Background: an optimization exercise with open tools, aiming at small area. Do not read the settings as production practice.
Function was checked by simulation only, so behaviour that the tests miss may differ from the original.
Power figures rest on the tool's default switching activity, not on a simulated workload.

==> design.v <==
module filter_coef_loader #(
    parameter int TAPS      = 32,
    parameter int IDX_W     = 5,
    parameter int DW        = 16,
    parameter int NBANK     = 4,
    parameter int BANK_W    = 2,
    parameter int FLUSH_CYC = 38
) (
    input  logic              clk,
    input  logic              reset,
    input  logic              cfg_we,
    input  logic [BANK_W-1:0] cfg_bank,
    input  logic [IDX_W-1:0]  cfg_idx,
    input  logic [DW-1:0]     cfg_data,
    output logic              cfg_err,
    input  logic              load_req,
    input  logic [BANK_W-1:0] load_bank,
    output logic              load_ack,
    output logic              busy,
    output logic              done,
    output logic              coef_valid,
    output logic              h_write,
    output logic [IDX_W-1:0]  h_idx,
    output logic [DW-1:0]     h_data,
    input  logic [DW-1:0]     x_in_src,
    output logic [DW-1:0]     x_in_flt
);
    localparam int CNT_W = $clog2(FLUSH_CYC + 1);
    localparam logic [IDX_W:0]   TAPS_L   = TAPS[IDX_W:0];
    localparam logic [IDX_W-1:0] LAST_IDX = IDX_W'(TAPS - 1);
    localparam logic [CNT_W-1:0] FLUSH_L  = CNT_W'(FLUSH_CYC);
    typedef enum logic [1:0] {S_IDLE, S_LOAD, S_FLUSH} state_t;
    state_t             state_q, state_d;
    logic [BANK_W-1:0]  bank_q, bank_d;
    logic [CNT_W-1:0]   cnt_q, cnt_d;
    logic               load_ack_q, load_ack_d;
    logic               cfg_err_q, cfg_err_d;
    logic               done_q, done_d;
    logic               busy_q, busy_d;
    logic               coef_valid_q, coef_valid_d;
    logic               h_write_q, h_write_d;
    logic [IDX_W-1:0]   h_idx_q, h_idx_d;
    logic [DW-1:0]      h_data_q, h_data_d;
    logic [DW-1:0]      mem_q [NBANK][TAPS];
    logic idx_ok, wr_ok, fwd0;
    assign idx_ok = ({1'b0, cfg_idx} < TAPS_L);
    assign wr_ok  = cfg_we && idx_ok && !(state_q == S_LOAD && cfg_bank == bank_q);
    assign fwd0   = cfg_we && (cfg_bank == load_bank) && (cfg_idx == '0);
    always_ff @(posedge clk or posedge reset) begin
        if (reset) begin
            for (int b = 0; b < NBANK; b++)
                for (int t = 0; t < TAPS; t++)
                    mem_q[b][t] <= '0;
        end else if (wr_ok) begin
            mem_q[cfg_bank][cfg_idx] <= cfg_data;
        end
    end
    always_ff @(posedge clk or posedge reset) begin
        if (reset) begin
            state_q      <= S_IDLE;
            bank_q       <= '0;
            cnt_q        <= '0;
            load_ack_q   <= 1'b0;
            cfg_err_q    <= 1'b0;
            done_q       <= 1'b0;
            busy_q       <= 1'b0;
            coef_valid_q <= 1'b0;
            h_write_q    <= 1'b0;
            h_idx_q      <= '0;
            h_data_q     <= '0;
        end else begin
            state_q      <= state_d;
            bank_q       <= bank_d;
            cnt_q        <= cnt_d;
            load_ack_q   <= load_ack_d;
            cfg_err_q    <= cfg_err_d;
            done_q       <= done_d;
            busy_q       <= busy_d;
            coef_valid_q <= coef_valid_d;
            h_write_q    <= h_write_d;
            h_idx_q      <= h_idx_d;
            h_data_q     <= h_data_d;
        end
    end
    always_comb begin
        state_d      = state_q;
        bank_d       = bank_q;
        cnt_d        = cnt_q;
        load_ack_d   = 1'b0;
        done_d       = 1'b0;
        coef_valid_d = coef_valid_q;
        h_write_d    = 1'b0;
        h_idx_d      = h_idx_q;
        h_data_d     = h_data_q;
        cfg_err_d    = cfg_we && !wr_ok;
        case (state_q)
            S_IDLE: begin
                if (load_req) begin
                    state_d      = S_LOAD;
                    bank_d       = load_bank;
                    load_ack_d   = 1'b1;
                    coef_valid_d = 1'b0;
                    h_write_d    = 1'b1;
                    h_idx_d      = '0;
                    h_data_d     = fwd0 ? cfg_data : mem_q[load_bank][0];
                end
            end
            S_LOAD: begin
                if (h_idx_q == LAST_IDX) begin
                    state_d = S_FLUSH;
                    cnt_d   = '0;
                end else begin
                    h_write_d = 1'b1;
                    h_idx_d   = h_idx_q + 1'b1;
                    h_data_d  = mem_q[bank_q][h_idx_q + 1'b1];
                end
            end
            S_FLUSH: begin
                if (cnt_q == FLUSH_L) begin
                    state_d      = S_IDLE;
                    done_d       = 1'b1;
                    coef_valid_d = 1'b1;
                end else begin
                    cnt_d = cnt_q + 1'b1;
                end
            end
            default: state_d = S_IDLE;
        endcase
        busy_d = (state_d != S_IDLE);
    end
    assign cfg_err    = cfg_err_q;
    assign load_ack   = load_ack_q;
    assign busy       = busy_q;
    assign done       = done_q;
    assign coef_valid = coef_valid_q;
    assign h_write    = h_write_q;
    assign h_idx      = h_idx_q;
    assign h_data     = h_data_q;
    assign x_in_flt   = (state_q == S_IDLE && coef_valid_q) ? x_in_src : '0;
endmodule
==> run.sh <==
#!/bin/bash
# synth_recipe.tcl (not shown) runs the flow's synth.tcl, then flattens the netlist and writes it again
# the make line also repeats each setting of config.mk as NAME=value (left out here)
make -C /OpenROAD-flow-scripts/flow DESIGN_CONFIG=/design/flow/config.mk WORK_HOME=/design/flow/orfs CLKGATE_MAP_FILE= SYNTH_SCRIPT=/design/flow/synth_recipe.tcl finish
==> config.mk <==
export PLATFORM = sky130hd
export DESIGN_NAME = filter_coef_loader
export DESIGN_NICKNAME = filter_coef_loader
export VERILOG_FILES = /design/flow/design.v
export SDC_FILE = /design/flow/constraint.sdc
export NUM_CORES = 4
export LEC_CHECK = 0
export CAP_MARGIN = 20
export CORE_MARGIN = 2
export CORE_UTILIZATION = 40
export SLEW_MARGIN = 20
==> constraint.sdc <==
create_clock -name core_clock -period 8.0 [get_ports {clk}]
set_input_delay 1.6000 -clock core_clock [delete_from_list [all_inputs] [get_ports {clk}]]
set_output_delay 1.6000 -clock core_clock [all_outputs]
set_load 0.01 [all_outputs]
==> qor.txt, run 1 <==
Final Instance Area - 108,000 sq um
post-synth top area share - 0.562
Clk Latency, worst-skew pair - 0.93 ns
Synth area leaders - dfrtp_1, mux2_2, a22oi_1
CTS resizes - 0
Hold Path Stages - 1
setup slack, reg-to-reg - 1.03 ns
DRT iter0 DRCs - 11,400
Avg WL per Cell - 51.3 um
Filler cells - 20,400
library cells used by synthesis - 86
Longest Clk Path Bufs - 3
Pins Over Slew Limit - 0
Critical Path Max Stage Delay - 1.04 ns
# port buffers - 87
pin count of the biggest net entering global routing - 186
Post-DRT Antenna Nets - 0
maximum clock frequency - 143 MHz
final core utilization - 0.467
Root Driver - clkbuf_16
DR pass1 iterations - 9
final clock skew - 0.0583 ns
clk sink count - 2,085
most used cell along the critical path - buf_4
Setup TNS Final - 0 ns
met1 wire length - 192 mm
P_leak - 0.0503 uW
status - timing/DRC/antenna clean
Post-Synthesis Cells - 7,022
synthesized area - 92,900 sq um
#FFs+latches synth - 2,085
Worst VDD drop - 256 uV
hold path start - mem_q[59][14]$_DFFE_PP0P_
syn_nets - 7,080
H-tree levels - 4
Total Wirelength - 535 mm
CP required - 8.81 ns
via count - 75,700
final setup fails - 0
Hold Crit Class - flip-flop to flip-flop
pwr dens - 262 nW/um^2
RePlAce Congestion - 1.08
TritonCTS clock tree - yes
post-synthesis sequential area ratio - 0.562
width of the chip - 486 um
period utilization - 0.871
initial antenna violation count - 74
core area - 231,000 sq um
Remaining DRCs - 0
Vias per Instance - 7.26
max-cap violations - 0
Cell Rows - 176
RR Endpoint - h_data_q[8]$_DFFE_PP0P_
CP arrival - 7.78 ns
Die Area - 236,000 sq um
Slew @ Worst Pin - 1.37 ns
slowest stage cell, crit path - nand2_1
R2R depth - 16
total CTS buffers - 219
RSZ-0062 raised after global routing - no
I/O pin total - 88
nets - 7,218
first-pass GRT wire length - 693 mm
die height - 486 um
Hold Path Sink - mem_q[59][14]$_DFFE_PP0P_
crit path max fanout - 27
Avg Cell Area, Syn - 13.2 sq um
leading area contributor after synthesis - dfrtp_1
CTS clock-pin slew for the worst setup and hold paths - 0.06 ns
Crit. End Element - flip-flop
Cell Area, Placed - 99,900 sq um
synthesis-to-layout area growth - 15.9%
Initial Util - 0.403
postcts setup bufs - 0
# hold bufs at CTS - 0
kind of critical path - flip-flop to flip-flop
met2 routed WL - 212 mm
synth warn - 2
worst path cell trace - ha_1 > buf_4 > and3_1 > ha_1 > clkinv_1 > nand2_1 > nor3_2 > buf_4 > a2111oi_0 > buf_4 > and3_1 > nand4_1 > nor4_2 > buf_4 > nand4_1 > a221o_1
top_reg_cell synth - dfrtp_1
Startpoint Class - flip-flop
clock period minus worst slack - 6.97 ns
vias in the first global route - 70,400
Reg2Reg Launch Point - h_idx_q[0]$_DFFE_PP0P_
layout cells sized above 1 - 0.429
GR Overflow Total - 0
top sig layer - met5
number of enable flip-flop cells after synthesis - 0
all-layer global routing usage - 0.445
FFs w/ async S/R, synth - 1.00
DR WL met3 - 77.8 mm
dpl hpwl - 346 mm
final-report hold violation count - 0
relative slew slack - 0.0842
power breakdown:
| group | switching (uW) | internal [uW] | total, uW |
|---|---|---|---|
| Clock | 4710 | 6090 | 10800 |
| Sequential | 764 | 11600 | 12400 |
| Combinational | 3460 | 1500 | 4960 |
through the flow:
stage / setup WS [ns] / hold WS (ns) / std cells / power [uW]
2_1_floorplan: -22.55 / 0.471 / 7022 / 14800
3_3_place_gp: 1.33 / 0.482 / 9948 / 17200
3_5_place_dp: 1.48 / 0.487 / 9960 / 17300
4_1_cts: 1.46 / 0.500 / 10400 / 27800
5_1_grt: 0.923 / 0.511 / 10400 / 28600
6_report: 1.03 / 0.498 / 10400 / 28200
cells in the final DEF, fill, tap and decap left out, types with 42 or more instances in the layout:
cell type,count
clkbuf_1,51
a22o_1,165
clkbuf_16,219
nand4_1,116
mux2_2,2053
buf_4,403
nor2_1,79
clkbuf_8,54
dfrtp_1,2085
nor2_2,81
nand3_1,124
nand2_1,230
nor2_4,44
a222oi_1,53
clkinv_2,42
o21ai_0,57
a22oi_1,496
a221oi_1,152
and3_1,50
a21oi_1,71
diode_2,63
clkdlybuf4s50_1,70
nor3_2,58
state kept, by name (all words and copies together) (netlist names):
name,count
load_ack_q,1
busy_q,1
cnt_q,6
bank_q,2
state_q,2
coef_valid_q,1
h_data_q,16
h_idx_q,5
done_q,1
h_write_q,1
mem_q,2048
cfg_err_q,1
cells by family after synthesis:
group / count (synthesis) / synth area share
simple gates: 1003 / 0.0538
fa+ha+maj: 13 / 0.00175
compound gates: 1210 / 0.102
xor+xnor: 10 / 0.000943
mux: 2088 / 0.255
buf+inv: 613 / 0.0253
flops: 2085 / 0.562
synth_stat cells, types with 7 or more instances:
cell,count
dfrtp_1,2085
mux2_2,2053
clkbuf_1,562
a22oi_1,498
nand2_1,263
nor2_1,197
a22o_1,165
a221oi_1,158
nand3_1,124
nand4_1,116
nor3_1,94
a21oi_1,74
o21ai_0,60
a222oi_1,53
and3_1,50
nor4_1,44
a32oi_1,28
buf_2,22
a221o_1,21
a211oi_1,20
a31oi_1,20
or4_1,20
mux2i_1,19
inv_1,16
mux4_2,16
nor2b_1,16
ha_1,13
o22ai_1,13
and2_1,12
o211ai_1,12
a32o_1,11
a2111oi_0,10
nand2b_1,9
and4_1,8
o21ai_1,7
o31ai_1,7
layout make-up:
class	instances	area [sq um]	share of cell area
sequential	2085	52200	0.484
multi-input combinational	4324	39600	0.368
antenna	63	158	0.00146
timing repair buffer	511	4410	0.0409
clock inverter	79	1090	0.0101
inverter	19	75.1	0.000697
tap	3026	3790	0.0352
clock buffer	324	6410	0.0596
how the worst max path moves through the flow:
stage / slack, ns / to / start / depth (start not counted)
2_1_floorplan: -22.55 / bank_q[0]$_DFFE_PP0P_ / reset / 1
3_3_place_gp: 1.33 / h_data_q[8]$_DFFE_PP0P_ / h_idx_q[0]$_DFFE_PP0P_ / 16
3_5_place_dp: 1.48 / h_data_q[0]$_DFFE_PP0P_ / h_idx_q[0]$_DFFE_PP0P_ / 13
4_1_cts: 1.46 / h_data_q[0]$_DFFE_PP0P_ / h_idx_q[0]$_DFFE_PP0P_ / 13
5_1_grt: 0.92 / h_data_q[8]$_DFFE_PP0P_ / h_idx_q[0]$_DFFE_PP0P_ / 16
6_report: 1.03 / h_data_q[8]$_DFFE_PP0P_ / h_idx_q[0]$_DFFE_PP0P_ / 16
routing by layer:
| metal | track usage | vias to the layer above |
|---|---|---|
| met2 | 0.595 | 6705 |
| met5 | 0.0104 | - |
| met4 | 0.364 | 30 |
| met1 | 0.536 | 40200 |
| met3 | 0.216 | 2017 |
| li1 | - | 26800 |
critical path: cells and delay by family, from the launching register on:
kind	cells	cell delay (ns)
and+or+nand+nor	7	2.68
AOI/OAI and AO/OA	2	0.86
DFF	1	0.56
adders and majority gates	2	0.97
buffers and inverters	5	1.70
==> run 2: changes to the inputs <==
==> design.v (replaced) <==
module filter_coef_loader #(
    parameter int TAPS      = 32,
    parameter int IDX_W     = 5,
    parameter int DW        = 16,
    parameter int NBANK     = 4,
    parameter int BANK_W    = 2,
    parameter int FLUSH_CYC = 38
) (
    input  logic              clk,
    input  logic              reset,
    input  logic              cfg_we,
    input  logic [BANK_W-1:0] cfg_bank,
    input  logic [IDX_W-1:0]  cfg_idx,
    input  logic [DW-1:0]     cfg_data,
    output logic              cfg_err,
    input  logic              load_req,
    input  logic [BANK_W-1:0] load_bank,
    output logic              load_ack,
    output logic              busy,
    output logic              done,
    output logic              coef_valid,
    output logic              h_write,
    output logic [IDX_W-1:0]  h_idx,
    output logic [DW-1:0]     h_data,
    input  logic [DW-1:0]     x_in_src,
    output logic [DW-1:0]     x_in_flt
);
    localparam int NW    = NBANK * TAPS;
    localparam int AW    = BANK_W + IDX_W;
    localparam int CNT_W = 7;
    localparam logic [CNT_W-1:0] LAST_BUSY = CNT_W'(TAPS + FLUSH_CYC);      
    localparam logic [CNT_W-1:0] DONE_CNT  = CNT_W'(TAPS + FLUSH_CYC + 1);  
    localparam logic [CNT_W-1:0] IDLE_CNT  = '1;
    logic [CNT_W-1:0]  cnt_q;
    logic [BANK_W-1:0] bank_q;
    logic              cfg_err_q;
    logic              coef_valid_q;
    logic [DW-1:0]     h_data_q;
    logic [DW-1:0]     mem_q [NW];
    logic [NW-1:0]     wrt_q;
    logic              busy_w, hw_w, accept, wr_ok, fwd0;
    logic [AW-1:0]     waddr, raddr;
    logic [DW-1:0]     rdata;
    assign busy_w = (cnt_q <= LAST_BUSY);
    assign hw_w   = (cnt_q < CNT_W'(TAPS));
    assign accept = load_req && !busy_w;
    assign wr_ok  = cfg_we && !(hw_w && cfg_bank == bank_q);
    assign fwd0   = cfg_we && (cfg_bank == load_bank) && (cfg_idx == '0);
    assign waddr  = {cfg_bank, cfg_idx};
    assign raddr  = busy_w ? {bank_q, cnt_q[IDX_W-1:0] + 1'b1} : {load_bank, {IDX_W{1'b0}}};
    logic [NW-1:0] we_w, sel_w;
    always_comb begin
        for (int w = 0; w < NW; w++) begin
            we_w[w]  = wr_ok && (waddr == AW'(w));
            sel_w[w] = (raddr == AW'(w)) && wrt_q[w];
        end
    end
    always_ff @(posedge clk) begin
        for (int w = 0; w < NW; w++)
            mem_q[w] <= (mem_q[w] & ~{DW{we_w[w]}}) | (cfg_data & {DW{we_w[w]}});
    end
    always_comb begin
        rdata = '0;
        for (int w = 0; w < NW; w++)
            rdata = rdata | (mem_q[w] & {DW{sel_w[w]}});
    end
    always_ff @(posedge clk or posedge reset) begin
        if (reset)      wrt_q <= '0;
        else            wrt_q <= wrt_q | we_w;
    end
    always_ff @(posedge clk) begin
        h_data_q <= (accept && fwd0) ? cfg_data : rdata;
    end
    always_ff @(posedge clk or posedge reset) begin
        if (reset) begin
            cnt_q        <= IDLE_CNT;
            bank_q       <= '0;
            cfg_err_q    <= 1'b0;
            coef_valid_q <= 1'b0;
        end else begin
            cfg_err_q <= cfg_we && !wr_ok;
            if (accept) begin
                cnt_q        <= '0;
                bank_q       <= load_bank;
                coef_valid_q <= 1'b0;
            end else if (cnt_q != IDLE_CNT) begin
                cnt_q <= (cnt_q == DONE_CNT) ? IDLE_CNT : cnt_q + 1'b1;
                if (cnt_q == LAST_BUSY) coef_valid_q <= 1'b1;
            end
        end
    end
    assign cfg_err    = cfg_err_q;
    assign load_ack   = (cnt_q == '0);
    assign busy       = busy_w;
    assign done       = (cnt_q == DONE_CNT);
    assign coef_valid = coef_valid_q;
    assign h_write    = hw_w;
    assign h_idx      = cnt_q[IDX_W-1:0];
    assign h_data     = h_data_q;
    assign x_in_flt   = coef_valid_q ? x_in_src : '0;
endmodule
--- a/config.mk
+++ b/config.mk
@@ -7,5 +7,7 @@
 export LEC_CHECK = 0
 export CAP_MARGIN = 20
 export CORE_MARGIN = 2
-export CORE_UTILIZATION = 40
+export CORE_UTILIZATION = 55
+export CTS_CLUSTER_DIAMETER = 60
+export CTS_CLUSTER_SIZE = 30
 export SLEW_MARGIN = 20
==> qor.txt, run 2 <==
Hold Path Stages - 2
post-synth top area share - 0.757
layout cells sized above 1 - 0.177
setup slack, reg-to-reg - 1.67 ns
Remaining DRCs - 0
vias in the first global route - 47,800
Pins Over Slew Limit - 0
commonest non-fill, non-tap cells in the layout - edfxtp_1, a22oi_1, buf_4
Crit. End Element - flip-flop
Slew @ Worst Pin - 1.39 ns
Root Driver - clkbuf_16
die height - 388 um
leading area contributor after synthesis - edfxtp_1
library cells used by synthesis - 81
most instantiated library cell after synthesis - edfxtp_1
clock period minus worst slack - 6.33 ns
Worst VDD drop - 232 uV
first-pass GRT wire length - 473 mm
post-layout power - 24,600 uW
pwr dens - 269 nW/um^2
Startpoint Class - flip-flop
RSZ-0062 raised after global routing - no
status - timing/DRC/antenna clean
relative slew slack - 0.0736
post-synthesis sequential area ratio - 0.804
FFs w/ async S/R, synth - 0.0631
number of enable flip-flop cells after synthesis - 2,048
CTS clock-pin slew for the worst setup and hold paths - 0.08 ns
worst slack at placement - 2.02 ns
Synth top cells by count - edfxtp_1, a22oi_1, clkbuf_1, nor2_1, a221oi_1
syn_nets - 4,745
synthesized area - 81,300 sq um
width of the chip - 388 um
RR Endpoint - h_data_q[14]$_DFF_P_
all-layer global routing usage - 0.485
top_reg_cell synth - edfxtp_1
hold path start - wrt_q[38]$_DFF_PP0_
Hold Crit Class - flip-flop to flip-flop
Avg Cell Area, Syn - 17.3 sq um
RePlAce Congestion - 1.08
slowest stage cell, crit path - dfstp_2
clk sink count - 2,203
Cell Area, Placed - 86,400 sq um
Final Instance Area - 91,600 sq um
synthesis-to-layout area growth - 12.7%
Post-Synthesis Cells - 4,697
period utilization - 0.791
most used cell along the critical path - buf_4
via count - 54,800
CP arrival - 7.02 ns
Post-DRT Antenna Nets - 0
max-cap violations - 0
DR pass1 iterations - 7
Hold Path Sink - wrt_q[38]$_DFF_PP0_
H-tree levels - 4
kind of critical path - flip-flop to flip-flop
Clk Latency, worst-skew pair - 0.83 ns
pin count of the biggest net entering global routing - 81
crit path max fanout - 22
final clock skew - 0.0379 ns
Longest Clk Path Bufs - 3
Reg2Reg Launch Point - cnt_q[0]$_DFFE_PP1P_
Synth area leaders - edfxtp_1, dfrtp_1, a22oi_1
area occupied by multi-input gates - 15,600 sq um
most frequent standard cell in the layout excluding fill and tap cells - edfxtp_1
Initial Util - 0.552
TritonCTS clock tree - yes
synth warn - 2
R2R depth - 13
Critical Path Max Stage Delay - 0.82 ns
core area - 147,000 sq um
# port buffers - 87
total CTS buffers - 145
Vias per Instance - 7.81
Filler cells - 10,600
#FFs+latches synth - 2,203
DRT iter0 DRCs - 12,500
CTS resizes - 0
I/O pin total - 88
# hold bufs at CTS - 0
final setup fails - 0
Reg area - 65,300 sq um
initial antenna violation count - 48
Setup WS post-layout - 1.67 ns
maximum clock frequency - 158 MHz
Cell Rows - 141
worst path cell trace - ha_1 > and3_4 > xnor2_2 > buf_4 > and2_1 > and3_1 > buf_4 > a22o_1 > a221oi_1 > nand4_1 > nor4_2 > buf_4 > a31oi_1
nets - 4,989
final-report hold violation count - 0
CP required - 8.69 ns
postcts setup bufs - 0
GR Overflow Total - 0
P_leak - 0.0298 uW
Avg WL per Cell - 52.4 um
Die Area - 151,000 sq um
Total Wirelength - 368 mm
dpl hpwl - 241 mm
## run 2: stage by stage
stage / TNS, ns / hold slack, ns / util / std cells
final: 0 / 0.463 / 0.622 / 7020
after detailed placement: 0 / 0.444 / 0.587 / 6719
after CTS: 0 / 0.461 / 0.621 / 6989
after global routing: 0 / 0.471 / 0.622 / 6996
after floorplan: 0 / 0.424 / - / 4697
after global placement: -0.0690 / 0.441 / 0.586 / 6708
## run 2: per-layer routing
metal | vias to the layer above | track usage | part of all wire
li1 | 19900 | - | -
met1 | 28000 | 0.647 | 0.34
met2 | 5889 | 0.651 | 0.40
met3 | 1031 | 0.226 | 0.18
met4 | 30 | 0.276 | 0.073
met5 | - | 0.00925 | 0.00076
## run 2: how the worst max path moves through the flow
| stage | from | endpoint | slack [ns] |
|---|---|---|---|
| 3_5_place_dp | cnt_q[0]$_DFFE_PP1P_ | h_data_q[14]$_DFF_P_ | 2.02 |
| 3_3_place_gp | load_bank[0] | h_data_q[2]$_DFF_P_ | -0.07 |
| 4_1_cts | cnt_q[0]$_DFFE_PP1P_ | h_data_q[14]$_DFF_P_ | 2.03 |
| 5_1_grt | cnt_q[0]$_DFFE_PP1P_ | h_data_q[14]$_DFF_P_ | 1.79 |
| 6_report | cnt_q[0]$_DFFE_PP1P_ | h_data_q[14]$_DFF_P_ | 1.67 |
| 2_1_floorplan | reset | bank_q[0]$_DFFE_PP0P_ | 2.69 |
## run 2: layout make-up
type / count / share of cell area
Tap cell: 1930 / 0.0264
Sequential cell: 2203 / 0.713
Clock buffer: 175 / 0.0438
Antenna cell: 26 / 0.000710
Timing Repair Buffer: 382 / 0.0335
Clock inverter: 95 / 0.0116
Inverter: 14 / 0.000628
Multi-Input combinational cell: 2195 / 0.171
## run 2: logic make-up (layout without fill, tap and decap cells)
family	Yosys count	in the layout	share of synthesized area
XOR/XNOR	10	10	0.00117
flip-flops	2203	2203	0.804
other	0	26	0
AO/OA/AOI/OAI	1072	1072	0.106
AND/OR/NAND/NOR	1100	1100	0.0724
multiplexers	10	10	0.00142
buffers and inverters	299	666	0.0151
adder cells (fa/ha/maj)	3	3	0.000462
## run 2: worst max-delay path: cells and delay by family (launching register included)
kind,cells,cell delay [ns]
AO/OA/AOI/OAI,3,0.65
buffers and inverters,3,0.93
AND/OR/NAND/NOR,5,2.83
flip-flops,1,0.82
adder cells (fa/ha/maj),1,0.73
XOR/XNOR,1,0.19
## run 2: power breakdown
part	internal (uW)	switching, uW
Clock	3920	4350
Sequential	12800	343
Combinational	778	2460

## re-timing with driven ports
The results above use ideal ports. As a check the final layouts listed here were re-extracted and re-timed, cells and wires unchanged. Step 1, drivers: a clkbuf_16 drives clk and a buf_2 each remaining input, both assumed. Step 2, shift: input delay + t, output delay - t, t = (earliest + latest rising clock arrival at the registers) / 2. This alone moves slack from input paths to output paths. Three values: ideal, step 1, step 2; two values: the first two.
| run | t (ns) | setup slack, ns | hold WS [ns] | worst setup path after step 2 | slew at the worst register clock pin (ns) |
|---|---|---|---|---|---|
| run 1 | 1.019 | 1.029 / 1.029 / 1.029 | 0.498 / 0.498 / 0.498 | register to register | 0.07 / 0.07 |
| run 2 | 0.903 | 1.671 / 1.671 / 1.671 | 0.463 / 0.463 / 0.463 | register to register | 0.11 / 0.11 |
After both steps setup and hold are still met in every run listed.
